Source: an optimization exercise on an open RTL-to-GDS flow (aim: small area and a short achievable clock period). Production flows keep margins and buffers that such runs may drop. No functional check of the RTL was part of this run. The clock cells of this run come from the design's own scripts or RTL, not from TritonCTS. The clock port is modelled as an ideal driver, which makes a skipped or thinned clock tree look cheaper than it is; a real chip needs a root buffer or a tree. No activity file was given, so power comes from the tool's default toggle rates.

`flow/design.v`:
```
module wallace_mult_top (
    input  logic        clk,
    input  logic        arst_n,
    input  logic        in_valid,
    input  logic [15:0] a,
    input  logic [15:0] b,
    output logic        out_valid,
    output logic [31:0] product,
    output logic        busy
);
    logic [2:0] vld_q;
    logic       busy_q;
    always_ff @(posedge clk or negedge arst_n) begin
        if (!arst_n) begin
            vld_q  <= '0;
            busy_q <= 1'b0;
        end else begin
            vld_q  <= {vld_q[1:0], in_valid};
            busy_q <= in_valid | (|vld_q[1:0]);
        end
    end
    assign out_valid = vld_q[2];
    assign busy      = busy_q;
    logic [15:0] a_q;
    logic        b15_q;
    logic [7:0]  one_q, two_q, neg_q;
    logic [7:0]  negn_q;
    assign neg_q = ~negn_q;
    logic [31:0] opa_n, opb_n, prod_d;
    logic pp1;
    logic pp2;
    logic pp3;
    logic pp4;
    logic pp5;
    logic pp6;
    logic pp7;
    logic pp8;
    logic pp9;
    logic pp10;
    logic pp11;
    logic pp12;
    logic pp13;
    logic pp14;
    logic pp15;
    logic pp16;
    logic pp17;
    logic ng18;
    logic sg19;
    logic pp20;
    logic pp21;
    logic pp22;
    logic pp23;
    logic pp24;
    logic pp25;
    logic pp26;
    logic pp27;
    logic pp28;
    logic pp29;
    logic pp30;
    logic pp31;
    logic pp32;
    logic pp33;
    logic pp34;
    logic pp35;
    logic pp36;
    logic ng37;
    logic sg38;
    logic pp39;
    logic pp40;
    logic pp41;
    logic pp42;
    logic pp43;
    logic pp44;
    logic pp45;
    logic pp46;
    logic pp47;
    logic pp48;
    logic pp49;
    logic pp50;
    logic pp51;
    logic pp52;
    logic pp53;
    logic pp54;
    logic pp55;
    logic ng56;
    logic sg57;
    logic pp58;
    logic pp59;
    logic pp60;
    logic pp61;
    logic pp62;
    logic pp63;
    logic pp64;
    logic pp65;
    logic pp66;
    logic pp67;
    logic pp68;
    logic pp69;
    logic pp70;
    logic pp71;
    logic pp72;
    logic pp73;
    logic pp74;
    logic ng75;
    logic sg76;
    logic pp77;
    logic pp78;
    logic pp79;
    logic pp80;
    logic pp81;
    logic pp82;
    logic pp83;
    logic pp84;
    logic pp85;
    logic pp86;
    logic pp87;
    logic pp88;
    logic pp89;
    logic pp90;
    logic pp91;
    logic pp92;
    logic pp93;
    logic ng94;
    logic sg95;
    logic pp96;
    logic pp97;
    logic pp98;
    logic pp99;
    logic pp100;
    logic pp101;
    logic pp102;
    logic pp103;
    logic pp104;
    logic pp105;
    logic pp106;
    logic pp107;
    logic pp108;
    logic pp109;
    logic pp110;
    logic pp111;
    logic pp112;
    logic ng113;
    logic sg114;
    logic pp115;
    logic pp116;
    logic pp117;
    logic pp118;
    logic pp119;
    logic pp120;
    logic pp121;
    logic pp122;
    logic pp123;
    logic pp124;
    logic pp125;
    logic pp126;
    logic pp127;
    logic pp128;
    logic pp129;
    logic pp130;
    logic pp131;
    logic ng132;
    logic sg133;
    logic pp134;
    logic pp135;
    logic pp136;
    logic pp137;
    logic pp138;
    logic pp139;
    logic pp140;
    logic pp141;
    logic pp142;
    logic pp143;
    logic pp144;
    logic pp145;
    logic pp146;
    logic pp147;
    logic pp148;
    logic pp149;
    logic pp150;
    logic ng151;
    logic sg152;
    logic pp153;
    logic pp154;
    logic pp155;
    logic pp156;
    logic pp157;
    logic pp158;
    logic pp159;
    logic pp160;
    logic pp161;
    logic pp162;
    logic pp163;
    logic pp164;
    logic pp165;
    logic pp166;
    logic pp167;
    logic pp168;
    logic s169;
    logic c170;
    logic s171;
    logic c172;
    logic s173;
    logic c174;
    logic s175;
    logic c176;
    logic s177;
    logic c178;
    logic s179;
    logic c180;
    logic s181;
    logic c182;
    logic s183;
    logic c184;
    logic s185;
    logic c186;
    logic s187;
    logic c188;
    logic s189;
    logic c190;
    logic s191;
    logic c192;
    logic s193;
    logic c194;
    logic s195;
    logic c196;
    logic s197;
    logic c198;
    logic s199;
    logic c200;
    logic s201;
    logic c202;
    logic s203;
    logic c204;
    logic s205;
    logic c206;
    logic s207;
    logic c208;
    logic s209;
    logic c210;
    logic s211;
    logic c212;
    logic s213;
    logic c214;
    logic s215;
    logic c216;
    logic s217;
    logic c218;
    logic s219;
    logic c220;
    logic s221;
    logic c222;
    logic s223;
    logic c224;
    logic s225;
    logic c226;
    logic s227;
    logic c228;
    logic s229;
    logic c230;
    logic s231;
    logic c232;
    logic s233;
    logic c234;
    logic s235;
    logic c236;
    logic s237;
    logic c238;
    logic s239;
    logic c240;
    logic s241;
    logic c242;
    logic s243;
    logic c244;
    logic s245;
    logic c246;
    logic s247;
    logic c248;
    logic s249;
    logic c250;
    logic s251;
    logic c252;
    logic s253;
    logic c254;
    logic s255;
    logic c256;
    logic s257;
    logic c258;
    logic s259;
    logic c260;
    logic s261;
    logic c262;
    logic s263;
    logic c264;
    logic s265;
    logic c266;
    logic s267;
    logic c268;
    logic s269;
    logic c270;
    logic s271;
    logic c272;
    logic s273;
    logic c274;
    logic s275;
    logic c276;
    logic s277;
    logic c278;
    logic s279;
    logic c280;
    logic s281;
    logic c282;
    logic s283;
    logic c284;
    logic s285;
    logic c286;
    logic s287;
    logic c288;
    logic s289;
    logic c290;
    logic s291;
    logic c292;
    logic s293;
    logic c294;
    logic s295;
    logic c296;
    logic s297;
    logic c298;
    logic s299;
    logic c300;
    logic s301;
    logic c302;
    logic s303;
    logic c304;
    logic s305;
    logic c306;
    logic s307;
    logic c308;
    logic s309;
    logic c310;
    logic s311;
    logic c312;
    logic s313;
    logic c314;
    logic s315;
    logic c316;
    logic s317;
    logic c318;
    logic s319;
    logic c320;
    logic s321;
    logic c322;
    logic s323;
    logic c324;
    logic s325;
    logic c326;
    logic s327;
    logic c328;
    logic s329;
    logic c330;
    logic s331;
    logic c332;
    logic s333;
    logic c334;
    logic s335;
    logic c336;
    logic s337;
    logic c338;
    logic s339;
    logic c340;
    logic s341;
    logic c342;
    logic s343;
    logic c344;
    logic s345;
    logic c346;
    logic s347;
    logic c348;
    logic s349;
    logic c350;
    logic s351;
    logic c352;
    logic s353;
    logic c354;
    logic s355;
    logic c356;
    logic s357;
    logic c358;
    logic s359;
    logic c360;
    logic s361;
    logic c362;
    logic s363;
    logic c364;
    logic s365;
    logic c366;
    logic s367;
    logic c368;
    logic s369;
    logic c370;
    logic s371;
    logic c372;
    logic s373;
    logic c374;
    logic s375;
    logic c376;
    logic s377;
    logic c378;
    logic s379;
    logic c380;
    logic s381;
    logic c382;
    logic s383;
    logic c384;
    logic s385;
    logic c386;
    logic s387;
    logic c388;
    logic s389;
    logic c390;
    logic s391;
    logic c392;
    logic s393;
    logic c394;
    logic s395;
    logic c396;
    logic s397;
    logic c398;
    logic s399;
    logic c400;
    logic s401;
    logic c402;
    logic s403;
    logic c404;
    logic s405;
    logic c406;
    logic s407;
    logic c408;
    logic s409;
    logic c410;
    logic s411;
    logic c412;
    logic s413;
    logic c414;
    logic s415;
    logic c416;
    logic s417;
    logic c418;
    logic s419;
    logic c420;
    logic s421;
    logic c422;
    logic s423;
    logic c424;
    logic s425;
    logic c426;
    logic s427;
    logic c428;
    logic s429;
    logic c430;
    logic s431;
    logic c432;
    logic s433;
    logic c434;
    logic s435;
    logic c436;
    logic s437;
    logic c438;
    logic s439;
    logic c440;
    logic s441;
    logic c442;
    logic s443;
    logic c444;
    logic r0_c0_0;
    logic r0_c1_0;
    logic r0_c2_0;
    logic r0_c3_0;
    logic r0_c4_0;
    logic r0_c4_1;
    logic r0_c5_0;
    logic r0_c6_0;
    logic r0_c6_1;
    logic r0_c6_2;
    logic r0_c7_0;
    logic r0_c7_1;
    logic r0_c8_0;
    logic r0_c8_1;
    logic r0_c9_0;
    logic r0_c9_1;
    logic r0_c10_0;
    logic r0_c10_1;
    logic r0_c11_0;
    logic r0_c11_1;
    logic r0_c12_0;
    logic r0_c12_1;
    logic r0_c13_0;
    logic r0_c13_1;
    logic r0_c14_0;
    logic r0_c14_1;
    logic r0_c15_0;
    logic r0_c15_1;
    logic r0_c16_0;
    logic r0_c16_1;
    logic r0_c16_2;
    logic r0_c17_0;
    logic r0_c17_1;
    logic r0_c18_0;
    logic r0_c18_1;
    logic r0_c19_0;
    logic r0_c19_1;
    logic r0_c19_2;
    logic r0_c20_0;
    logic r0_c20_1;
    logic r0_c21_0;
    logic r0_c21_1;
    logic r0_c21_2;
    logic r0_c22_0;
    logic r0_c22_1;
    logic r0_c23_0;
    logic r0_c23_1;
    logic r0_c23_2;
    logic r0_c24_0;
    logic r0_c24_1;
    logic r0_c25_0;
    logic r0_c26_0;
    logic r0_c26_1;
    logic r0_c26_2;
    logic r0_c27_0;
    logic r0_c28_0;
    logic r0_c28_1;
    logic r0_c28_2;
    logic r0_c29_0;
    logic r0_c30_0;
    logic r0_c31_0;
    logic r0_c31_1;
    assign pp1 = ~(((a_q[0] & one_q[0]) | (1'b0 & two_q[0])) ^ neg_q[0]);
    assign pp2 = ~(((a_q[1] & one_q[0]) | (a_q[0] & two_q[0])) ^ neg_q[0]);
    assign pp3 = ~(((a_q[2] & one_q[0]) | (a_q[1] & two_q[0])) ^ neg_q[0]);
    assign pp4 = ~(((a_q[3] & one_q[0]) | (a_q[2] & two_q[0])) ^ neg_q[0]);
    assign pp5 = ~(((a_q[4] & one_q[0]) | (a_q[3] & two_q[0])) ^ neg_q[0]);
    assign pp6 = ~(((a_q[5] & one_q[0]) | (a_q[4] & two_q[0])) ^ neg_q[0]);
    assign pp7 = ~(((a_q[6] & one_q[0]) | (a_q[5] & two_q[0])) ^ neg_q[0]);
    assign pp8 = ~(((a_q[7] & one_q[0]) | (a_q[6] & two_q[0])) ^ neg_q[0]);
    assign pp9 = ~(((a_q[8] & one_q[0]) | (a_q[7] & two_q[0])) ^ neg_q[0]);
    assign pp10 = ~(((a_q[9] & one_q[0]) | (a_q[8] & two_q[0])) ^ neg_q[0]);
    assign pp11 = ~(((a_q[10] & one_q[0]) | (a_q[9] & two_q[0])) ^ neg_q[0]);
    assign pp12 = ~(((a_q[11] & one_q[0]) | (a_q[10] & two_q[0])) ^ neg_q[0]);
    assign pp13 = ~(((a_q[12] & one_q[0]) | (a_q[11] & two_q[0])) ^ neg_q[0]);
    assign pp14 = ~(((a_q[13] & one_q[0]) | (a_q[12] & two_q[0])) ^ neg_q[0]);
    assign pp15 = ~(((a_q[14] & one_q[0]) | (a_q[13] & two_q[0])) ^ neg_q[0]);
    assign pp16 = ~(((a_q[15] & one_q[0]) | (a_q[14] & two_q[0])) ^ neg_q[0]);
    assign pp17 = ~(((1'b0 & one_q[0]) | (a_q[15] & two_q[0])) ^ neg_q[0]);
    assign ng18 = ~neg_q[0];
    assign sg19 = neg_q[0];
    assign pp20 = ~(((a_q[0] & one_q[1]) | (1'b0 & two_q[1])) ^ neg_q[1]);
    assign pp21 = ~(((a_q[1] & one_q[1]) | (a_q[0] & two_q[1])) ^ neg_q[1]);
    assign pp22 = ~(((a_q[2] & one_q[1]) | (a_q[1] & two_q[1])) ^ neg_q[1]);
    assign pp23 = ~(((a_q[3] & one_q[1]) | (a_q[2] & two_q[1])) ^ neg_q[1]);
    assign pp24 = ~(((a_q[4] & one_q[1]) | (a_q[3] & two_q[1])) ^ neg_q[1]);
    assign pp25 = ~(((a_q[5] & one_q[1]) | (a_q[4] & two_q[1])) ^ neg_q[1]);
    assign pp26 = ~(((a_q[6] & one_q[1]) | (a_q[5] & two_q[1])) ^ neg_q[1]);
    assign pp27 = ~(((a_q[7] & one_q[1]) | (a_q[6] & two_q[1])) ^ neg_q[1]);
    assign pp28 = ~(((a_q[8] & one_q[1]) | (a_q[7] & two_q[1])) ^ neg_q[1]);
    assign pp29 = ~(((a_q[9] & one_q[1]) | (a_q[8] & two_q[1])) ^ neg_q[1]);
    assign pp30 = ~(((a_q[10] & one_q[1]) | (a_q[9] & two_q[1])) ^ neg_q[1]);
    assign pp31 = ~(((a_q[11] & one_q[1]) | (a_q[10] & two_q[1])) ^ neg_q[1]);
    assign pp32 = ~(((a_q[12] & one_q[1]) | (a_q[11] & two_q[1])) ^ neg_q[1]);
    assign pp33 = ~(((a_q[13] & one_q[1]) | (a_q[12] & two_q[1])) ^ neg_q[1]);
    assign pp34 = ~(((a_q[14] & one_q[1]) | (a_q[13] & two_q[1])) ^ neg_q[1]);
    assign pp35 = ~(((a_q[15] & one_q[1]) | (a_q[14] & two_q[1])) ^ neg_q[1]);
    assign pp36 = ~(((1'b0 & one_q[1]) | (a_q[15] & two_q[1])) ^ neg_q[1]);
    assign ng37 = ~neg_q[1];
    assign sg38 = neg_q[1];
    assign pp39 = ~(((a_q[0] & one_q[2]) | (1'b0 & two_q[2])) ^ neg_q[2]);
    assign pp40 = ~(((a_q[1] & one_q[2]) | (a_q[0] & two_q[2])) ^ neg_q[2]);
    assign pp41 = ~(((a_q[2] & one_q[2]) | (a_q[1] & two_q[2])) ^ neg_q[2]);
    assign pp42 = ~(((a_q[3] & one_q[2]) | (a_q[2] & two_q[2])) ^ neg_q[2]);
    assign pp43 = ~(((a_q[4] & one_q[2]) | (a_q[3] & two_q[2])) ^ neg_q[2]);
    assign pp44 = ~(((a_q[5] & one_q[2]) | (a_q[4] & two_q[2])) ^ neg_q[2]);
    assign pp45 = ~(((a_q[6] & one_q[2]) | (a_q[5] & two_q[2])) ^ neg_q[2]);
    assign pp46 = ~(((a_q[7] & one_q[2]) | (a_q[6] & two_q[2])) ^ neg_q[2]);
    assign pp47 = ~(((a_q[8] & one_q[2]) | (a_q[7] & two_q[2])) ^ neg_q[2]);
    assign pp48 = ~(((a_q[9] & one_q[2]) | (a_q[8] & two_q[2])) ^ neg_q[2]);
    assign pp49 = ~(((a_q[10] & one_q[2]) | (a_q[9] & two_q[2])) ^ neg_q[2]);
    assign pp50 = ~(((a_q[11] & one_q[2]) | (a_q[10] & two_q[2])) ^ neg_q[2]);
    assign pp51 = ~(((a_q[12] & one_q[2]) | (a_q[11] & two_q[2])) ^ neg_q[2]);
    assign pp52 = ~(((a_q[13] & one_q[2]) | (a_q[12] & two_q[2])) ^ neg_q[2]);
    assign pp53 = ~(((a_q[14] & one_q[2]) | (a_q[13] & two_q[2])) ^ neg_q[2]);
    assign pp54 = ~(((a_q[15] & one_q[2]) | (a_q[14] & two_q[2])) ^ neg_q[2]);
    assign pp55 = ~(((1'b0 & one_q[2]) | (a_q[15] & two_q[2])) ^ neg_q[2]);
    assign ng56 = ~neg_q[2];
    assign sg57 = neg_q[2];
    assign pp58 = ~(((a_q[0] & one_q[3]) | (1'b0 & two_q[3])) ^ neg_q[3]);
    assign pp59 = ~(((a_q[1] & one_q[3]) | (a_q[0] & two_q[3])) ^ neg_q[3]);
    assign pp60 = ~(((a_q[2] & one_q[3]) | (a_q[1] & two_q[3])) ^ neg_q[3]);
    assign pp61 = ~(((a_q[3] & one_q[3]) | (a_q[2] & two_q[3])) ^ neg_q[3]);
    assign pp62 = ~(((a_q[4] & one_q[3]) | (a_q[3] & two_q[3])) ^ neg_q[3]);
    assign pp63 = ~(((a_q[5] & one_q[3]) | (a_q[4] & two_q[3])) ^ neg_q[3]);
    assign pp64 = ~(((a_q[6] & one_q[3]) | (a_q[5] & two_q[3])) ^ neg_q[3]);
    assign pp65 = ~(((a_q[7] & one_q[3]) | (a_q[6] & two_q[3])) ^ neg_q[3]);
    assign pp66 = ~(((a_q[8] & one_q[3]) | (a_q[7] & two_q[3])) ^ neg_q[3]);
    assign pp67 = ~(((a_q[9] & one_q[3]) | (a_q[8] & two_q[3])) ^ neg_q[3]);
    assign pp68 = ~(((a_q[10] & one_q[3]) | (a_q[9] & two_q[3])) ^ neg_q[3]);
    assign pp69 = ~(((a_q[11] & one_q[3]) | (a_q[10] & two_q[3])) ^ neg_q[3]);
    assign pp70 = ~(((a_q[12] & one_q[3]) | (a_q[11] & two_q[3])) ^ neg_q[3]);
    assign pp71 = ~(((a_q[13] & one_q[3]) | (a_q[12] & two_q[3])) ^ neg_q[3]);
    assign pp72 = ~(((a_q[14] & one_q[3]) | (a_q[13] & two_q[3])) ^ neg_q[3]);
    assign pp73 = ~(((a_q[15] & one_q[3]) | (a_q[14] & two_q[3])) ^ neg_q[3]);
    assign pp74 = ~(((1'b0 & one_q[3]) | (a_q[15] & two_q[3])) ^ neg_q[3]);
    assign ng75 = ~neg_q[3];
    assign sg76 = neg_q[3];
    assign pp77 = ~(((a_q[0] & one_q[4]) | (1'b0 & two_q[4])) ^ neg_q[4]);
    assign pp78 = ~(((a_q[1] & one_q[4]) | (a_q[0] & two_q[4])) ^ neg_q[4]);
    assign pp79 = ~(((a_q[2] & one_q[4]) | (a_q[1] & two_q[4])) ^ neg_q[4]);
    assign pp80 = ~(((a_q[3] & one_q[4]) | (a_q[2] & two_q[4])) ^ neg_q[4]);
    assign pp81 = ~(((a_q[4] & one_q[4]) | (a_q[3] & two_q[4])) ^ neg_q[4]);
    assign pp82 = ~(((a_q[5] & one_q[4]) | (a_q[4] & two_q[4])) ^ neg_q[4]);
    assign pp83 = ~(((a_q[6] & one_q[4]) | (a_q[5] & two_q[4])) ^ neg_q[4]);
    assign pp84 = ~(((a_q[7] & one_q[4]) | (a_q[6] & two_q[4])) ^ neg_q[4]);
    assign pp85 = ~(((a_q[8] & one_q[4]) | (a_q[7] & two_q[4])) ^ neg_q[4]);
    assign pp86 = ~(((a_q[9] & one_q[4]) | (a_q[8] & two_q[4])) ^ neg_q[4]);
    assign pp87 = ~(((a_q[10] & one_q[4]) | (a_q[9] & two_q[4])) ^ neg_q[4]);
    assign pp88 = ~(((a_q[11] & one_q[4]) | (a_q[10] & two_q[4])) ^ neg_q[4]);
    assign pp89 = ~(((a_q[12] & one_q[4]) | (a_q[11] & two_q[4])) ^ neg_q[4]);
    assign pp90 = ~(((a_q[13] & one_q[4]) | (a_q[12] & two_q[4])) ^ neg_q[4]);
    assign pp91 = ~(((a_q[14] & one_q[4]) | (a_q[13] & two_q[4])) ^ neg_q[4]);
    assign pp92 = ~(((a_q[15] & one_q[4]) | (a_q[14] & two_q[4])) ^ neg_q[4]);
    assign pp93 = ~(((1'b0 & one_q[4]) | (a_q[15] & two_q[4])) ^ neg_q[4]);
    assign ng94 = ~neg_q[4];
    assign sg95 = neg_q[4];
    assign pp96 = ~(((a_q[0] & one_q[5]) | (1'b0 & two_q[5])) ^ neg_q[5]);
    assign pp97 = ~(((a_q[1] & one_q[5]) | (a_q[0] & two_q[5])) ^ neg_q[5]);
    assign pp98 = ~(((a_q[2] & one_q[5]) | (a_q[1] & two_q[5])) ^ neg_q[5]);
    assign pp99 = ~(((a_q[3] & one_q[5]) | (a_q[2] & two_q[5])) ^ neg_q[5]);
    assign pp100 = ~(((a_q[4] & one_q[5]) | (a_q[3] & two_q[5])) ^ neg_q[5]);
    assign pp101 = ~(((a_q[5] & one_q[5]) | (a_q[4] & two_q[5])) ^ neg_q[5]);
    assign pp102 = ~(((a_q[6] & one_q[5]) | (a_q[5] & two_q[5])) ^ neg_q[5]);
    assign pp103 = ~(((a_q[7] & one_q[5]) | (a_q[6] & two_q[5])) ^ neg_q[5]);
    assign pp104 = ~(((a_q[8] & one_q[5]) | (a_q[7] & two_q[5])) ^ neg_q[5]);
    assign pp105 = ~(((a_q[9] & one_q[5]) | (a_q[8] & two_q[5])) ^ neg_q[5]);
    assign pp106 = ~(((a_q[10] & one_q[5]) | (a_q[9] & two_q[5])) ^ neg_q[5]);
    assign pp107 = ~(((a_q[11] & one_q[5]) | (a_q[10] & two_q[5])) ^ neg_q[5]);
    assign pp108 = ~(((a_q[12] & one_q[5]) | (a_q[11] & two_q[5])) ^ neg_q[5]);
    assign pp109 = ~(((a_q[13] & one_q[5]) | (a_q[12] & two_q[5])) ^ neg_q[5]);
    assign pp110 = ~(((a_q[14] & one_q[5]) | (a_q[13] & two_q[5])) ^ neg_q[5]);
    assign pp111 = ~(((a_q[15] & one_q[5]) | (a_q[14] & two_q[5])) ^ neg_q[5]);
    assign pp112 = ~(((1'b0 & one_q[5]) | (a_q[15] & two_q[5])) ^ neg_q[5]);
    assign ng113 = ~neg_q[5];
    assign sg114 = neg_q[5];
    assign pp115 = ~(((a_q[0] & one_q[6]) | (1'b0 & two_q[6])) ^ neg_q[6]);
    assign pp116 = ~(((a_q[1] & one_q[6]) | (a_q[0] & two_q[6])) ^ neg_q[6]);
    assign pp117 = ~(((a_q[2] & one_q[6]) | (a_q[1] & two_q[6])) ^ neg_q[6]);
    assign pp118 = ~(((a_q[3] & one_q[6]) | (a_q[2] & two_q[6])) ^ neg_q[6]);
    assign pp119 = ~(((a_q[4] & one_q[6]) | (a_q[3] & two_q[6])) ^ neg_q[6]);
    assign pp120 = ~(((a_q[5] & one_q[6]) | (a_q[4] & two_q[6])) ^ neg_q[6]);
    assign pp121 = ~(((a_q[6] & one_q[6]) | (a_q[5] & two_q[6])) ^ neg_q[6]);
    assign pp122 = ~(((a_q[7] & one_q[6]) | (a_q[6] & two_q[6])) ^ neg_q[6]);
    assign pp123 = ~(((a_q[8] & one_q[6]) | (a_q[7] & two_q[6])) ^ neg_q[6]);
    assign pp124 = ~(((a_q[9] & one_q[6]) | (a_q[8] & two_q[6])) ^ neg_q[6]);
    assign pp125 = ~(((a_q[10] & one_q[6]) | (a_q[9] & two_q[6])) ^ neg_q[6]);
    assign pp126 = ~(((a_q[11] & one_q[6]) | (a_q[10] & two_q[6])) ^ neg_q[6]);
    assign pp127 = ~(((a_q[12] & one_q[6]) | (a_q[11] & two_q[6])) ^ neg_q[6]);
    assign pp128 = ~(((a_q[13] & one_q[6]) | (a_q[12] & two_q[6])) ^ neg_q[6]);
    assign pp129 = ~(((a_q[14] & one_q[6]) | (a_q[13] & two_q[6])) ^ neg_q[6]);
    assign pp130 = ~(((a_q[15] & one_q[6]) | (a_q[14] & two_q[6])) ^ neg_q[6]);
    assign pp131 = ~(((1'b0 & one_q[6]) | (a_q[15] & two_q[6])) ^ neg_q[6]);
    assign ng132 = ~neg_q[6];
    assign sg133 = neg_q[6];
    assign pp134 = ~(((a_q[0] & one_q[7]) | (1'b0 & two_q[7])) ^ neg_q[7]);
    assign pp135 = ~(((a_q[1] & one_q[7]) | (a_q[0] & two_q[7])) ^ neg_q[7]);
    assign pp136 = ~(((a_q[2] & one_q[7]) | (a_q[1] & two_q[7])) ^ neg_q[7]);
    assign pp137 = ~(((a_q[3] & one_q[7]) | (a_q[2] & two_q[7])) ^ neg_q[7]);
    assign pp138 = ~(((a_q[4] & one_q[7]) | (a_q[3] & two_q[7])) ^ neg_q[7]);
    assign pp139 = ~(((a_q[5] & one_q[7]) | (a_q[4] & two_q[7])) ^ neg_q[7]);
    assign pp140 = ~(((a_q[6] & one_q[7]) | (a_q[5] & two_q[7])) ^ neg_q[7]);
    assign pp141 = ~(((a_q[7] & one_q[7]) | (a_q[6] & two_q[7])) ^ neg_q[7]);
    assign pp142 = ~(((a_q[8] & one_q[7]) | (a_q[7] & two_q[7])) ^ neg_q[7]);
    assign pp143 = ~(((a_q[9] & one_q[7]) | (a_q[8] & two_q[7])) ^ neg_q[7]);
    assign pp144 = ~(((a_q[10] & one_q[7]) | (a_q[9] & two_q[7])) ^ neg_q[7]);
    assign pp145 = ~(((a_q[11] & one_q[7]) | (a_q[10] & two_q[7])) ^ neg_q[7]);
    assign pp146 = ~(((a_q[12] & one_q[7]) | (a_q[11] & two_q[7])) ^ neg_q[7]);
    assign pp147 = ~(((a_q[13] & one_q[7]) | (a_q[12] & two_q[7])) ^ neg_q[7]);
    assign pp148 = ~(((a_q[14] & one_q[7]) | (a_q[13] & two_q[7])) ^ neg_q[7]);
    assign pp149 = ~(((a_q[15] & one_q[7]) | (a_q[14] & two_q[7])) ^ neg_q[7]);
    assign pp150 = ~(((1'b0 & one_q[7]) | (a_q[15] & two_q[7])) ^ neg_q[7]);
    assign ng151 = ~neg_q[7];
    assign sg152 = neg_q[7];
    assign pp153 = ~(a_q[0] & b15_q);
    assign pp154 = ~(a_q[1] & b15_q);
    assign pp155 = ~(a_q[2] & b15_q);
    assign pp156 = ~(a_q[3] & b15_q);
    assign pp157 = ~(a_q[4] & b15_q);
    assign pp158 = ~(a_q[5] & b15_q);
    assign pp159 = ~(a_q[6] & b15_q);
    assign pp160 = ~(a_q[7] & b15_q);
    assign pp161 = ~(a_q[8] & b15_q);
    assign pp162 = ~(a_q[9] & b15_q);
    assign pp163 = ~(a_q[10] & b15_q);
    assign pp164 = ~(a_q[11] & b15_q);
    assign pp165 = ~(a_q[12] & b15_q);
    assign pp166 = ~(a_q[13] & b15_q);
    assign pp167 = ~(a_q[14] & b15_q);
    assign pp168 = ~(a_q[15] & b15_q);
    mfa u_ha0 (.x(ng18), .y(pp1), .z(1'b1), .s(s169), .c(c170));
    mfa u_ha1 (.x(pp2), .y(c170), .z(1'b1), .s(s171), .c(c172));
    mfa u_fa0 (.x(ng37), .y(pp20), .z(pp3), .s(s173), .c(c174));
    mfa u_ha2 (.x(s173), .y(c172), .z(1'b1), .s(s175), .c(c176));
    mfa u_fa1 (.x(pp21), .y(pp4), .z(c174), .s(s177), .c(c178));
    mfa u_ha3 (.x(s177), .y(c176), .z(1'b1), .s(s179), .c(c180));
    mfa u_fa2 (.x(ng56), .y(pp22), .z(pp39), .s(s181), .c(c182));
    mfa u_fa3 (.x(pp5), .y(s181), .z(c178), .s(s183), .c(c184));
    mfa u_fa4 (.x(pp23), .y(pp40), .z(pp6), .s(s185), .c(c186));
    mfa u_fa5 (.x(c182), .y(s185), .z(c184), .s(s187), .c(c188));
    mfa u_fa6 (.x(ng75), .y(pp24), .z(pp41), .s(s189), .c(c190));
    mfa u_fa7 (.x(pp58), .y(pp7), .z(c186), .s(s191), .c(c192));
    mfa u_fa8 (.x(pp25), .y(pp42), .z(pp59), .s(s193), .c(c194));
    mfa u_fa9 (.x(pp8), .y(c190), .z(s193), .s(s195), .c(c196));
    mfa u_fa10 (.x(ng94), .y(pp26), .z(pp43), .s(s197), .c(c198));
    mfa u_fa11 (.x(pp60), .y(pp77), .z(pp9), .s(s199), .c(c200));
    mfa u_fa12 (.x(c194), .y(s197), .z(s199), .s(s201), .c(c202));
    mfa u_fa13 (.x(pp10), .y(pp27), .z(pp44), .s(s203), .c(c204));
    mfa u_fa14 (.x(pp61), .y(pp78), .z(c198), .s(s205), .c(c206));
    mfa u_fa15 (.x(c200), .y(s203), .z(c202), .s(s207), .c(c208));
    mfa u_fa16 (.x(ng113), .y(pp11), .z(pp28), .s(s209), .c(c210));
    mfa u_fa17 (.x(pp45), .y(pp62), .z(pp79), .s(s211), .c(c212));
    mfa u_fa18 (.x(pp96), .y(c204), .z(s209), .s(s213), .c(c214));
    mfa u_fa19 (.x(s211), .y(c206), .z(s213), .s(s215), .c(c216));
    mfa u_fa20 (.x(pp12), .y(pp29), .z(pp46), .s(s217), .c(c218));
    mfa u_fa21 (.x(pp63), .y(pp80), .z(pp97), .s(s219), .c(c220));
    mfa u_fa22 (.x(c210), .y(c212), .z(s217), .s(s221), .c(c222));
    mfa u_fa23 (.x(s219), .y(c214), .z(s221), .s(s223), .c(c224));
    mfa u_fa24 (.x(ng132), .y(pp115), .z(pp13), .s(s225), .c(c226));
    mfa u_fa25 (.x(pp30), .y(pp47), .z(pp64), .s(s227), .c(c228));
    mfa u_fa26 (.x(pp81), .y(pp98), .z(c218), .s(s229), .c(c230));
    mfa u_fa27 (.x(c220), .y(s225), .z(s227), .s(s231), .c(c232));
    mfa u_fa28 (.x(c222), .y(s229), .z(s231), .s(s233), .c(c234));
    mfa u_fa29 (.x(pp116), .y(pp14), .z(pp31), .s(s235), .c(c236));
    mfa u_fa30 (.x(pp48), .y(pp65), .z(pp82), .s(s237), .c(c238));
    mfa u_fa31 (.x(pp99), .y(c226), .z(c228), .s(s239), .c(c240));
    mfa u_fa32 (.x(s235), .y(s237), .z(c230), .s(s241), .c(c242));
    mfa u_fa33 (.x(c232), .y(s239), .z(s241), .s(s243), .c(c244));
    mfa u_fa34 (.x(ng151), .y(pp100), .z(pp117), .s(s245), .c(c246));
    mfa u_fa35 (.x(pp134), .y(pp15), .z(pp32), .s(s247), .c(c248));
    mfa u_fa36 (.x(pp49), .y(pp66), .z(pp83), .s(s249), .c(c250));
    mfa u_fa37 (.x(c236), .y(c238), .z(s245), .s(s251), .c(c252));
    mfa u_fa38 (.x(s247), .y(s249), .z(c240), .s(s253), .c(c254));
    mfa u_fa39 (.x(s251), .y(c242), .z(s253), .s(s255), .c(c256));
    mfa u_fa40 (.x(pp101), .y(pp118), .z(pp135), .s(s257), .c(c258));
    mfa u_fa41 (.x(pp16), .y(pp33), .z(pp50), .s(s259), .c(c260));
    mfa u_fa42 (.x(pp67), .y(pp84), .z(c246), .s(s261), .c(c262));
    mfa u_fa43 (.x(c248), .y(c250), .z(s257), .s(s263), .c(c264));
    mfa u_fa44 (.x(s259), .y(c252), .z(s261), .s(s265), .c(c266));
    mfa u_fa45 (.x(s263), .y(c254), .z(s265), .s(s267), .c(c268));
    mfa u_fa46 (.x(pp153), .y(pp102), .z(pp119), .s(s269), .c(c270));
    mfa u_fa47 (.x(pp136), .y(pp17), .z(pp34), .s(s271), .c(c272));
    mfa u_fa48 (.x(pp51), .y(pp68), .z(pp85), .s(s273), .c(c274));
    mfa u_fa49 (.x(c258), .y(c260), .z(s269), .s(s275), .c(c276));
    mfa u_fa50 (.x(s271), .y(s273), .z(c262), .s(s277), .c(c278));
    mfa u_fa51 (.x(c264), .y(s275), .z(c266), .s(s279), .c(c280));
    mha u_hc0 (.x(sg19), .y(pp154), .s(s281), .c(c282));
    mfa u_fa52 (.x(pp103), .y(pp120), .z(pp137), .s(s283), .c(c284));
    mfa u_fa53 (.x(pp35), .y(pp52), .z(pp69), .s(s285), .c(c286));
    mfa u_fa54 (.x(pp86), .y(s281), .z(c270), .s(s287), .c(c288));
    mfa u_fa55 (.x(c272), .y(c274), .z(s283), .s(s289), .c(c290));
    mfa u_fa56 (.x(s285), .y(c276), .z(s287), .s(s291), .c(c292));
    mfa u_fa57 (.x(s289), .y(c278), .z(s291), .s(s293), .c(c294));
    mha u_hc1 (.x(pp155), .y(pp104), .s(s295), .c(c296));
    mfa u_fa58 (.x(pp121), .y(pp138), .z(pp36), .s(s297), .c(c298));
    mfa u_fa59 (.x(pp53), .y(pp70), .z(pp87), .s(s299), .c(c300));
    mfa u_fa60 (.x(c282), .y(s295), .z(c284), .s(s301), .c(c302));
    mfa u_fa61 (.x(c286), .y(s297), .z(s299), .s(s303), .c(c304));
    mfa u_fa62 (.x(c288), .y(c290), .z(s301), .s(s305), .c(c306));
    mfa u_fa63 (.x(s303), .y(c292), .z(s305), .s(s307), .c(c308));
    mfa u_fa64 (.x(sg38), .y(pp156), .z(pp105), .s(s309), .c(c310));
    mfa u_fa65 (.x(pp122), .y(pp139), .z(pp54), .s(s311), .c(c312));
    mfa u_fa66 (.x(pp71), .y(pp88), .z(c296), .s(s313), .c(c314));
    mfa u_fa67 (.x(c298), .y(c300), .z(s309), .s(s315), .c(c316));
    mfa u_fa68 (.x(s311), .y(s313), .z(c302), .s(s317), .c(c318));
    mfa u_fa69 (.x(c304), .y(s315), .z(c306), .s(s319), .c(c320));
    mha u_hc2 (.x(pp157), .y(pp106), .s(s321), .c(c322));
    mfa u_fa70 (.x(pp123), .y(pp140), .z(pp55), .s(s323), .c(c324));
    mfa u_fa71 (.x(pp72), .y(pp89), .z(s321), .s(s325), .c(c326));
    mfa u_fa72 (.x(c310), .y(c312), .z(s323), .s(s327), .c(c328));
    mfa u_fa73 (.x(c314), .y(s325), .z(c316), .s(s329), .c(c330));
    mfa u_fa74 (.x(s327), .y(c318), .z(s329), .s(s331), .c(c332));
    mfa u_fa75 (.x(sg57), .y(pp158), .z(pp107), .s(s333), .c(c334));
    mfa u_fa76 (.x(pp124), .y(pp141), .z(pp73), .s(s335), .c(c336));
    mfa u_fa77 (.x(pp90), .y(c322), .z(c324), .s(s337), .c(c338));
    mfa u_fa78 (.x(s333), .y(s335), .z(c326), .s(s339), .c(c340));
    mfa u_fa79 (.x(c328), .y(s337), .z(s339), .s(s341), .c(c342));
    mha u_hc3 (.x(pp159), .y(pp108), .s(s343), .c(c344));
    mfa u_fa80 (.x(pp125), .y(pp142), .z(pp74), .s(s345), .c(c346));
    mfa u_fa81 (.x(pp91), .y(s343), .z(c334), .s(s347), .c(c348));
    mfa u_fa82 (.x(c336), .y(s345), .z(c338), .s(s349), .c(c350));
    mfa u_fa83 (.x(s347), .y(c340), .z(s349), .s(s351), .c(c352));
    mfa u_fa84 (.x(sg76), .y(pp160), .z(pp109), .s(s353), .c(c354));
    mfa u_fa85 (.x(pp126), .y(pp143), .z(pp92), .s(s355), .c(c356));
    mfa u_fa86 (.x(c344), .y(c346), .z(s353), .s(s357), .c(c358));
    mfa u_fa87 (.x(s355), .y(c348), .z(s357), .s(s359), .c(c360));
    mha u_hc4 (.x(pp161), .y(pp110), .s(s361), .c(c362));
    mfa u_fa88 (.x(pp127), .y(pp144), .z(pp93), .s(s363), .c(c364));
    mfa u_fa89 (.x(s361), .y(c354), .z(c356), .s(s365), .c(c366));
    mfa u_fa90 (.x(s363), .y(c358), .z(s365), .s(s367), .c(c368));
    mfa u_fa91 (.x(sg95), .y(pp162), .z(pp111), .s(s369), .c(c370));
    mfa u_fa92 (.x(pp128), .y(pp145), .z(c362), .s(s371), .c(c372));
    mfa u_fa93 (.x(c364), .y(s369), .z(s371), .s(s373), .c(c374));
    mfa u_fa94 (.x(c366), .y(s373), .z(c368), .s(s375), .c(c376));
    mha u_hc5 (.x(pp163), .y(pp112), .s(s377), .c(c378));
    mfa u_fa95 (.x(pp129), .y(pp146), .z(s377), .s(s379), .c(c380));
    mfa u_fa96 (.x(c370), .y(c372), .z(s379), .s(s381), .c(c382));
    mfa u_fa97 (.x(sg114), .y(pp164), .z(pp130), .s(s383), .c(c384));
    mfa u_fa98 (.x(pp147), .y(c378), .z(s383), .s(s385), .c(c386));
    mfa u_fa99 (.x(c380), .y(s385), .z(c382), .s(s387), .c(c388));
    mha u_hc6 (.x(pp165), .y(pp131), .s(s389), .c(c390));
    mfa u_fa100 (.x(pp148), .y(s389), .z(c384), .s(s391), .c(c392));
    mfa u_fa101 (.x(sg133), .y(pp166), .z(pp149), .s(s393), .c(c394));
    mfa u_fa102 (.x(c390), .y(s393), .z(c392), .s(s395), .c(c396));
    mha u_hc7 (.x(pp167), .y(pp150), .s(s397), .c(c398));
    mfa u_fa103 (.x(s397), .y(c394), .z(c396), .s(s399), .c(c400));
    mfa u_fa104 (.x(sg152), .y(pp168), .z(c398), .s(s401), .c(c402));
    mfa u_fa105 (.x(r0_c6_0), .y(r0_c6_1), .z(r0_c6_2), .s(s403), .c(c404));
    mfa u_ha4 (.x(r0_c7_0), .y(r0_c7_1), .z(1'b1), .s(s405), .c(c406));
    mfa u_ha5 (.x(r0_c8_0), .y(r0_c8_1), .z(1'b1), .s(s407), .c(c408));
    mfa u_ha6 (.x(r0_c9_0), .y(r0_c9_1), .z(1'b1), .s(s409), .c(c410));
    mfa u_ha7 (.x(r0_c10_0), .y(r0_c10_1), .z(1'b1), .s(s411), .c(c412));
    mfa u_ha8 (.x(r0_c11_0), .y(r0_c11_1), .z(1'b1), .s(s413), .c(c414));
    mfa u_ha9 (.x(r0_c12_0), .y(r0_c12_1), .z(1'b1), .s(s415), .c(c416));
    mfa u_ha10 (.x(r0_c13_0), .y(r0_c13_1), .z(1'b1), .s(s417), .c(c418));
    mfa u_ha11 (.x(r0_c14_0), .y(r0_c14_1), .z(1'b1), .s(s419), .c(c420));
    mfa u_ha12 (.x(r0_c15_0), .y(r0_c15_1), .z(1'b1), .s(s421), .c(c422));
    mfa u_fa106 (.x(r0_c16_0), .y(r0_c16_1), .z(r0_c16_2), .s(s423), .c(c424));
    mfa u_ha13 (.x(r0_c17_0), .y(r0_c17_1), .z(1'b1), .s(s425), .c(c426));
    mfa u_ha14 (.x(r0_c18_0), .y(r0_c18_1), .z(1'b1), .s(s427), .c(c428));
    mfa u_fa107 (.x(r0_c19_0), .y(r0_c19_1), .z(r0_c19_2), .s(s429), .c(c430));
    mfa u_ha15 (.x(r0_c20_0), .y(r0_c20_1), .z(1'b1), .s(s431), .c(c432));
    mfa u_fa108 (.x(r0_c21_0), .y(r0_c21_1), .z(r0_c21_2), .s(s433), .c(c434));
    mfa u_ha16 (.x(r0_c22_0), .y(r0_c22_1), .z(1'b1), .s(s435), .c(c436));
    mfa u_fa109 (.x(r0_c23_0), .y(r0_c23_1), .z(r0_c23_2), .s(s437), .c(c438));
    mfa u_ha17 (.x(r0_c24_0), .y(r0_c24_1), .z(1'b1), .s(s439), .c(c440));
    mfa u_fa110 (.x(r0_c26_0), .y(r0_c26_1), .z(r0_c26_2), .s(s441), .c(c442));
    mfa u_fa111 (.x(r0_c28_0), .y(r0_c28_1), .z(r0_c28_2), .s(s443), .c(c444));
    assign opa_n = {r0_c31_0, r0_c30_0, r0_c29_0, s443, r0_c27_0, s441, r0_c25_0, c438, c436, c434, c432, c430, c428, c426, c424, c422, c420, c418, c416, c414, c412, c410, c408, c406, c404, s403, r0_c5_0, r0_c4_0, r0_c3_0, r0_c2_0, r0_c1_0, r0_c0_0};
    assign opb_n = {r0_c31_1, 1'b1, c444, 1'b1, c442, 1'b1, c440, s439, s437, s435, s433, s431, s429, s427, s425, s423, s421, s419, s417, s415, s413, s411, s409, s407, s405, 1'b1, 1'b1, r0_c4_1, 1'b1, 1'b1, 1'b1, 1'b1};
    assign prod_d = ~(opa_n + opb_n + 32'd1);
    always_ff @(posedge clk) begin
        a_q <= a;
        one_q[0] <= b[0] ^ 1'b0;
        two_q[0] <= (b[1] & ~b[0] & ~1'b0) | (~b[1] & b[0] & 1'b0);
        negn_q[0] <= ~(b[1] & ~(b[0] & 1'b0));
        one_q[1] <= b[2] ^ b[1];
        two_q[1] <= (b[3] & ~b[2] & ~b[1]) | (~b[3] & b[2] & b[1]);
        negn_q[1] <= ~(b[3] & ~(b[2] & b[1]));
        one_q[2] <= b[4] ^ b[3];
        two_q[2] <= (b[5] & ~b[4] & ~b[3]) | (~b[5] & b[4] & b[3]);
        negn_q[2] <= ~(b[5] & ~(b[4] & b[3]));
        one_q[3] <= b[6] ^ b[5];
        two_q[3] <= (b[7] & ~b[6] & ~b[5]) | (~b[7] & b[6] & b[5]);
        negn_q[3] <= ~(b[7] & ~(b[6] & b[5]));
        one_q[4] <= b[8] ^ b[7];
        two_q[4] <= (b[9] & ~b[8] & ~b[7]) | (~b[9] & b[8] & b[7]);
        negn_q[4] <= ~(b[9] & ~(b[8] & b[7]));
        one_q[5] <= b[10] ^ b[9];
        two_q[5] <= (b[11] & ~b[10] & ~b[9]) | (~b[11] & b[10] & b[9]);
        negn_q[5] <= ~(b[11] & ~(b[10] & b[9]));
        one_q[6] <= b[12] ^ b[11];
        two_q[6] <= (b[13] & ~b[12] & ~b[11]) | (~b[13] & b[12] & b[11]);
        negn_q[6] <= ~(b[13] & ~(b[12] & b[11]));
        one_q[7] <= b[14] ^ b[13];
        two_q[7] <= (b[15] & ~b[14] & ~b[13]) | (~b[15] & b[14] & b[13]);
        negn_q[7] <= ~(b[15] & ~(b[14] & b[13]));
        b15_q <= b[15];
        r0_c0_0 <= s169;
        r0_c1_0 <= s171;
        r0_c2_0 <= s175;
        r0_c3_0 <= s179;
        r0_c4_0 <= s183;
        r0_c4_1 <= c180;
        r0_c5_0 <= s187;
        r0_c6_0 <= s189;
        r0_c6_1 <= s191;
        r0_c6_2 <= c188;
        r0_c7_0 <= c192;
        r0_c7_1 <= s195;
        r0_c8_0 <= c196;
        r0_c8_1 <= s201;
        r0_c9_0 <= s205;
        r0_c9_1 <= s207;
        r0_c10_0 <= c208;
        r0_c10_1 <= s215;
        r0_c11_0 <= c216;
        r0_c11_1 <= s223;
        r0_c12_0 <= c224;
        r0_c12_1 <= s233;
        r0_c13_0 <= c234;
        r0_c13_1 <= s243;
        r0_c14_0 <= c244;
        r0_c14_1 <= s255;
        r0_c15_0 <= c256;
        r0_c15_1 <= s267;
        r0_c16_0 <= s277;
        r0_c16_1 <= c268;
        r0_c16_2 <= s279;
        r0_c17_0 <= c280;
        r0_c17_1 <= s293;
        r0_c18_0 <= c294;
        r0_c18_1 <= s307;
        r0_c19_0 <= s317;
        r0_c19_1 <= c308;
        r0_c19_2 <= s319;
        r0_c20_0 <= c320;
        r0_c20_1 <= s331;
        r0_c21_0 <= c330;
        r0_c21_1 <= s341;
        r0_c21_2 <= c332;
        r0_c22_0 <= c342;
        r0_c22_1 <= s351;
        r0_c23_0 <= c350;
        r0_c23_1 <= s359;
        r0_c23_2 <= c352;
        r0_c24_0 <= s367;
        r0_c24_1 <= c360;
        r0_c25_0 <= s375;
        r0_c26_0 <= c374;
        r0_c26_1 <= s381;
        r0_c26_2 <= c376;
        r0_c27_0 <= s387;
        r0_c28_0 <= c386;
        r0_c28_1 <= s391;
        r0_c28_2 <= c388;
        r0_c29_0 <= s395;
        r0_c30_0 <= s399;
        r0_c31_0 <= s401;
        r0_c31_1 <= c400;
        product <= prod_d;
    end
endmodule
module mfa (input logic x, input logic y, input logic z, output logic s, output logic c);
    assign s = x ^ y ^ z;
    assign c = (x & y) | (x & z) | (y & z);
endmodule
module mha (input logic x, input logic y, output logic s, output logic c);
    assign s = x ^ y;
    assign c = x & y;
endmodule
```
`flow/flow/run.sh`:
```
#!/bin/bash
# The standard ORFS layout (standard.sh, with its synthesis unchanged) with these changes:
#  - every port still gets its own buffer, but flow/place_pre.tcl (PRE_GLOBAL_PLACE_TCL)
#    picks buf_1 for the inputs (each drives one flip-flop) and buf_2 for the outputs,
#    instead of the default delay buffer (clkdlybuf4s50_1);
#  - the tie cell is not copied once per load (SKIP_REPAIR_TIE_FANOUT);
#  - the clock tree is built by flow/cts_pre.tcl (PRE_CTS_TCL) instead of TritonCTS: the
#    clock port drives 4 clkinv_8 cells, each driving 2 clkinv_8 leaf cells placed at the
#    centres of k-means clusters of the flip-flops, so every flip-flop's clock passes the
#    same two inverters;
#  - repair_timing aims for 8.1 ns of extra setup slack (SETUP_SLACK_MARGIN).
# make's output goes to standard_flow.log; each ORFS step keeps its own log in orfs/logs.
set -euo pipefail
export BUFFER_PORTS_ARGS="-buffer_cell sky130_fd_sc_hd__buf_2"
export SETUP_SLACK_MARGIN=8.1
export SKIP_REPAIR_TIE_FANOUT=1
export PRE_CTS_TCL="$(pwd)/flow/cts_pre.tcl"
export PRE_GLOBAL_PLACE_TCL="$(pwd)/flow/place_pre.tcl"
export CLK_NLEAF=8
export CLK_NL1=4
export CLK_LEAF_CELL=sky130_fd_sc_hd__clkinv_8
export CLK_L1_CELL=sky130_fd_sc_hd__clkinv_8
bash standard.sh > standard_flow.log 2>&1
```
`flow/flow/cts_pre.tcl`:
```
proc env_or { name dflt } {
  if { [info exists ::env($name)] && $::env($name) ne "" } { return $::env($name) }
  return $dflt
}
set nleaf [env_or CLK_NLEAF 8]
set nl1 [env_or CLK_NL1 2]
set leafcell [env_or CLK_LEAF_CELL sky130_fd_sc_hd__clkbuf_16]
set l1cell [env_or CLK_L1_CELL sky130_fd_sc_hd__clkbuf_16]

# Balanced k-means: pts is a list of {x y}; returns {assignment centres}
proc kmeans { pts k {slack 1} } {
  set n [llength $pts]
  set cx 0; set cy 0
  foreach p $pts { set cx [expr {$cx + [lindex $p 0]}]; set cy [expr {$cy + [lindex $p 1]}] }
  set cx [expr {$cx / $n}]; set cy [expr {$cy / $n}]
  set order {}
  for {set i 0} {$i < $n} {incr i} {
    set p [lindex $pts $i]
    lappend order [list $i [expr {atan2([lindex $p 1]-$cy, [lindex $p 0]-$cx)}]]
  }
  set order [lsort -real -index 1 $order]
  set cent {}
  for {set c 0} {$c < $k} {incr c} {
    set sx 0; set sy 0; set m 0
    for {set j [expr {$c * $n / $k}]} {$j < ($c + 1) * $n / $k} {incr j} {
      set p [lindex $pts [lindex [lindex $order $j] 0]]
      set sx [expr {$sx + [lindex $p 0]}]; set sy [expr {$sy + [lindex $p 1]}]; incr m
    }
    if {$m == 0} { lappend cent [list $cx $cy] } else { lappend cent [list [expr {$sx / $m}] [expr {$sy / $m}]] }
  }
  set cap [expr {int(ceil(double($n) / $k)) + $slack}]
  for {set iter 0} {$iter < 40} {incr iter} {
    set cnt [lrepeat $k 0]
    set assign [lrepeat $n -1]
    set cand {}
    for {set i 0} {$i < $n} {incr i} {
      set p [lindex $pts $i]
      set best 1e18
      for {set c 0} {$c < $k} {incr c} {
        set d [expr {abs([lindex $p 0]-[lindex $cent $c 0]) + abs([lindex $p 1]-[lindex $cent $c 1])}]
        if {$d < $best} { set best $d }
      }
      lappend cand [list $i $best]
    }
    foreach ib [lsort -real -decreasing -index 1 $cand] {
      set i [lindex $ib 0]; set p [lindex $pts $i]
      set bk -1; set best 1e18
      for {set c 0} {$c < $k} {incr c} {
        if {[lindex $cnt $c] >= $cap} continue
        set d [expr {abs([lindex $p 0]-[lindex $cent $c 0]) + abs([lindex $p 1]-[lindex $cent $c 1])}]
        if {$d < $best} { set best $d; set bk $c }
      }
      lset assign $i $bk
      lset cnt $bk [expr {[lindex $cnt $bk] + 1}]
    }
    set newc {}
    for {set c 0} {$c < $k} {incr c} {
      set sx 0; set sy 0; set m 0
      for {set i 0} {$i < $n} {incr i} {
        if {[lindex $assign $i] == $c} {
          set sx [expr {$sx + [lindex $pts $i 0]}]; set sy [expr {$sy + [lindex $pts $i 1]}]; incr m
        }
      }
      if {$m > 0} { lappend newc [list [expr {$sx / $m}] [expr {$sy / $m}]] } else { lappend newc [lindex $cent $c] }
    }
    set cent $newc
  }
  return [list $assign $cent]
}

proc add_buffer { block master name in_net x y } {
  set inst [odb::dbInst_create $block $master $name]
  set net [odb::dbNet_create $block "${name}_net"]
  $net setSigType CLOCK
  [$inst findITerm A] connect $in_net
  set out [$inst findITerm X]
  if { $out eq "NULL" } { set out [$inst findITerm Y] }
  $out connect $net
  $inst setLocation [expr {int($x)}] [expr {int($y)}]
  $inst setPlacementStatus PLACED
  return $net
}

set block [ord::get_db_block]
set db [ord::get_db]
set clk_net [$block findNet clk]
set sinks {}
foreach it [$clk_net getITerms] {
  if { [$it isInputSignal] } { lappend sinks $it }
}
set pts {}
foreach it $sinks {
  set bb [[$it getInst] getBBox]
  lappend pts [list [expr {([$bb xMin] + [$bb xMax]) / 2.0}] [expr {([$bb yMin] + [$bb yMax]) / 2.0}]]
}
puts "manual clock tree: [llength $sinks] sinks, $nleaf leaf buffers, $nl1 first-level buffers"
lassign [kmeans $pts $nleaf] leaf_of leaf_cent
if { $nl1 > 0 } {
  lassign [kmeans $leaf_cent $nl1 0] l1_of l1_cent
  for {set g 0} {$g < $nl1} {incr g} {
    set l1net($g) [add_buffer $block [$db findMaster $l1cell] "clkbuf_l1_$g" $clk_net {*}[lindex $l1_cent $g]]
  }
}
for {set c 0} {$c < $nleaf} {incr c} {
  set src $clk_net
  if { $nl1 > 0 } { set src $l1net([lindex $l1_of $c]) }
  set leafnet($c) [add_buffer $block [$db findMaster $leafcell] "clkbuf_leaf_$c" $src {*}[lindex $leaf_cent $c]]
}
for {set i 0} {$i < [llength $sinks]} {incr i} {
  set it [lindex $sinks $i]
  $it disconnect
  $it connect $leafnet([lindex $leaf_of $i])
}
# TritonCTS is not run: the buffers above are the whole tree.
proc clock_tree_synthesis { args } {
  puts "clock_tree_synthesis skipped: clock buffers were placed by cts_pre.tcl"
  set_propagated_clock [all_clocks]
}
# cts.tcl clones clock inverters next to their loads after this hook; the inverter pairs
# above are already placed by their loads, so that step is skipped as well.
proc repair_clock_inverters { args } {
  puts "repair_clock_inverters skipped: clock tree built by cts_pre.tcl"
}
```
`flow/flow/place_pre.tcl`:
```
# Port buffers: a small buf_1 on each input (it drives one flip-flop) and buf_2 on each
# output (it drives the 0.01 pF output load). Every port still gets its own buffer.
rename buffer_ports orfs_buffer_ports
proc buffer_ports { args } {
  orfs_buffer_ports -inputs -buffer_cell sky130_fd_sc_hd__buf_1
  orfs_buffer_ports -outputs -buffer_cell sky130_fd_sc_hd__buf_2
}
```
`flow/standard.sh`:
```
#!/bin/bash
# synth_recipe.tcl (not shown) runs the flow's synth.tcl, then flattens the netlist and writes it again
# the make line also repeats each setting of config.mk as NAME=value (left out here)
make -C /OpenROAD-flow-scripts/flow DESIGN_CONFIG=/design/flow/config.mk WORK_HOME=/design/flow/orfs CLKGATE_MAP_FILE= SYNTH_SCRIPT=/design/flow/synth_recipe.tcl "${@:-finish}"
```
`flow/config.mk`:
```
export PLATFORM = sky130hd
export DESIGN_NAME = wallace_mult_top
export DESIGN_NICKNAME = wallace_mult_top
export VERILOG_FILES = /design/flow/design.v
export SDC_FILE = /design/flow/constraint.sdc
export NUM_CORES = 4
export LEC_CHECK = 0
export CAP_MARGIN = 20
export CORE_MARGIN = 2
export CORE_UTILIZATION = 40
export SLEW_MARGIN = 20
export SYNTH_HIERARCHICAL = 1
export SYNTH_MINIMUM_KEEP_SIZE = 0
```
`flow/constraint.sdc`:
```
create_clock -name core_clock -period 11.0 [get_ports {clk}]
set_input_delay 2.2000 -clock core_clock [delete_from_list [all_inputs] [get_ports {clk}]]
set_output_delay 2.2000 -clock core_clock [all_outputs]
set_load 0.01 [all_outputs]
```
==> impl_metrics.ini <==
[status]
status = finished clean

[synthesis]
yosysUniqueCellTypes = 46
synth-seq-area-share_pct = 28.9
async_flop_share_pct = 2.88
synth_area_mm2 = 0.00970
syn-num-nets = 1091
synthCells = 888
ys_warn_count = 7
syn_avg_cell_area_um2 = 10.9
synth_flop_cell = dfxtp_1
synth_edf_count = 0
ys_ff_latch = 139

[worst_hold_path]
min_from = r0_c0_0$_DFF_P_
hp-class = reg2reg

[setup_path]
rr_startpoint = negn_q[3]$_DFF_P_
crit_start = negn_q[3]$_DFF_P_
crit_path_end_kind = register
critPathLaunchType = register
crit_arrival_ns = 2.86
critPathKind = reg2reg
worstPathRequired_ns = 11.02
critical_path.max_fanout = 19

[clock_tree]
clock_latency_ns = 0.15
cts.clk_slew.worst_paths_ns = 0.07

[route]
drc = 0
wl_um = 22000
drt_pass1_iterations = 6
via_count = 6552
detail_route.vias_per_cell = 5.26
ant_nets = 0
wl_per_cell_um = 17.7
drt_iter0_drc = 604

[floorplan]
core_mm2 = 0.0236
fp.dieH_um = 160
dieArea_mm2 = 0.0255
start_util_pct = 41.1
rows = 56
io_pins = 69
die_w_um = 160

[sta]
rsz0062_at_grt = true
setup_tns_ns = 0
finalCritPeriodShare_pct = 25.8
tightest_slew_ns = 0.559
finalCriticalPeriod_ns = 2.84
max-slew-margin-rel_pct = 62.6
slew_viol_final = 0
fin_skew_ns = 0.0171
whs_ns = 0.361
clock.fmax_mhz = 352
hold_viol = 0
finalSetupViolations = 0

[final_layout]
final_common_cell = xnor2_1
final_cell_mix = xnor2_1 (149), fa_1 (123), a22oi_1 (117)
antenna-diode-count = 0
areaGrowthSynthToFinish_pct = 11.6
drive_above_1_share_pct = 16.2
fillCellCount = 2243
fin_nets = 1132
utilization_pct = 45.8

[placement]
routabilityCongestion = 0.881
numPortBuffers = 68
hpwlAfterDp_um = 15500

[pwr]
p_leak_nw = 4.05
ir_worst_vdd_mv = 0.0976
powerDensity_mw_per_mm2 = 306

[grt]
grt_pass1_vias = 6613
grt_max_degree = 20
track_usage_pct = 16.9
grt_first_pass_wirelength_um = 35500
antenna_found_initial = 0
grt-ovfl-total = 0

[job]
maxCapViolCount = 0
-- routing by layer --
layer	part of all wire [%]	track usage, %	wire length [um]	vias to the layer above
li1	-	-	-	3069
met4	2.1	4.09	459	0
met2	44	26.2	9720	270
met1	45	24.6	10000	3188
met5	0	0	0	-
met3	8.2	2.99	1820	25
-- critical path: stages (launching register included) --
cell and delay (ns):
dfxtp_1 0.30, buf_4 0.35, xnor2_1 0.16, fa_1 0.47, fa_1 0.46, fa_1 0.57, fa_1 0.41
-- per-stage QoR --
stage	area (um2)	instances	power (mW)	setup WS [ns]
global placement	10100	1195	3.02	7.68
finish	10800	1246	3.31	8.16
global route	10800	1246	3.67	8.06
detailed placement	10100	1195	3.06	7.66
floorplan	9860	888	2.55	8.06
CTS	10400	1207	3.31	8.08
-- worst paths after layout --
check,endpoint,slack [ns],cells past startpoint
max reg2reg,r0_c18_1$_DFF_P_,8.16,6
min in group asynchronous,vld_q[0]$_DFF_PN0_,1.87,1
max in group asynchronous,vld_q[1]$_DFF_PN0_,8.95,1
max,r0_c18_1$_DFF_P_,8.16,6
min reg2reg,product[0]$_DFF_P_,0.36,1
min,product[0]$_DFF_P_,0.36,1
-- cells in the mapped netlist (2+ instances only) --
| master | n | area, um2 |
|---|---|---|
| nor3_1 | 8 | 40.0 |
| o211ai_1 | 3 | 22.5 |
| dfxtp_1 | 135 | 2700 |
| xor2_1 | 12 | 105 |
| a2111oi_0 | 2 | 17.5 |
| or3_1 | 2 | 12.5 |
| a211o_1 | 3 | 26.3 |
| nand2b_1 | 19 | 119 |
| o311a_1 | 2 | 20.0 |
| a22oi_1 | 120 | 901 |
| buf_1 | 10 | 37.5 |
| xnor2_1 | 149 | 1310 |
| a21o_1 | 4 | 30.0 |
| nor2_1 | 10 | 37.5 |
| nand4b_1 | 2 | 17.5 |
| a31oi_1 | 2 | 12.5 |
| ha_1 | 38 | 475 |
| o21bai_1 | 2 | 15.0 |
| inv_1 | 21 | 78.8 |
| nand3_1 | 7 | 35.0 |
| a211oi_1 | 3 | 22.5 |
| o21ai_0 | 24 | 120 |
| clkbuf_1 | 76 | 285 |
| a21oi_2 | 3 | 26.3 |
| or2_2 | 2 | 12.5 |
| nand3b_1 | 7 | 52.6 |
| a21oi_1 | 18 | 90.1 |
| nor3b_1 | 3 | 22.5 |
| dfrtp_1 | 4 | 100 |
| fa_1 | 130 | 2600 |
| nor2b_1 | 5 | 31.3 |
| o211a_1 | 2 | 20.0 |
| nand2_1 | 47 | 176 |
-- Yosys stat by module (local to each module, per instance) --
module	flops+latches	cells
mha	0	1
mfa	0	1
wallace_mult_top	139	750
-- sequential cells by signal (all words and copies together) (netlist names), 3 cells and up --
register / count
negn_q: 8
product: 32
one_q: 8
two_q: 8
vld_q: 3
a_q: 16
-- what timing repair did --
action,4_1_cts,5_1_grt
hold buffers,0,0
setup buffers,0,39
gates resized for setup,64,24
endpoints found under the setup margin,34,23
hold endpoints to repair,0,0
pin swaps,1,1
-- area by class of cell --
cell class	instances	area (um2)	area share, %
well taps	319	399	3.69
multi-input cells	641	6540	60.4
repair buffers	114	683	6.31
inverters	33	274	2.53
flip-flops and latches	139	2930	27.1
-- report_power, final --
part           total (mW)  leakage [nW]  internal (mW)  switching, mW
clock               0.230        0.0827         0.0483          0.181
combinational        2.23          2.78           1.02           1.20
sequential          0.852          1.20          0.737          0.115
total                3.31          4.05           1.81           1.50
-- kinds of logic after synthesis --
kind of cell / count (synthesis) / synth area share (%)
AND/OR/NAND/NOR: 117 / 6.19
AO/OA/AOI/OAI: 194 / 14.4
flip-flops: 139 / 28.9
buffers and inverters: 108 / 4.19
adder cells (fa/ha/maj): 168 / 31.7
XOR/XNOR: 161 / 14.5
other: 1 / 0.0387

-- what the ideal ports hide --
Ports are ideal in the flow. The routed layout listed here was re-timed in OpenROAD.
Step 1 assumes that a clkbuf_16 drives the clock port and a buf_2 every other input.
Step 2 times the ports against the registers' clock, not the clock port: input delays grow and output delays shrink by t, the midpoint of the rising clock arrivals with the driver on.
Three values: ideal, step 1, step 2; two values: the first two.
t, ns: 0.290
setup WS [ns]: 8.160 / 8.011 / 8.159
worst setup path at the end: register to register
clock arrival spread, ns: 0.017 / 0.017
cell pins on the clock port's net: 4
After both steps setup and hold are still met in this run. For this run, drivers alone change the setup slack by -0.149 ns; drivers and shift together by -0.001 ns.
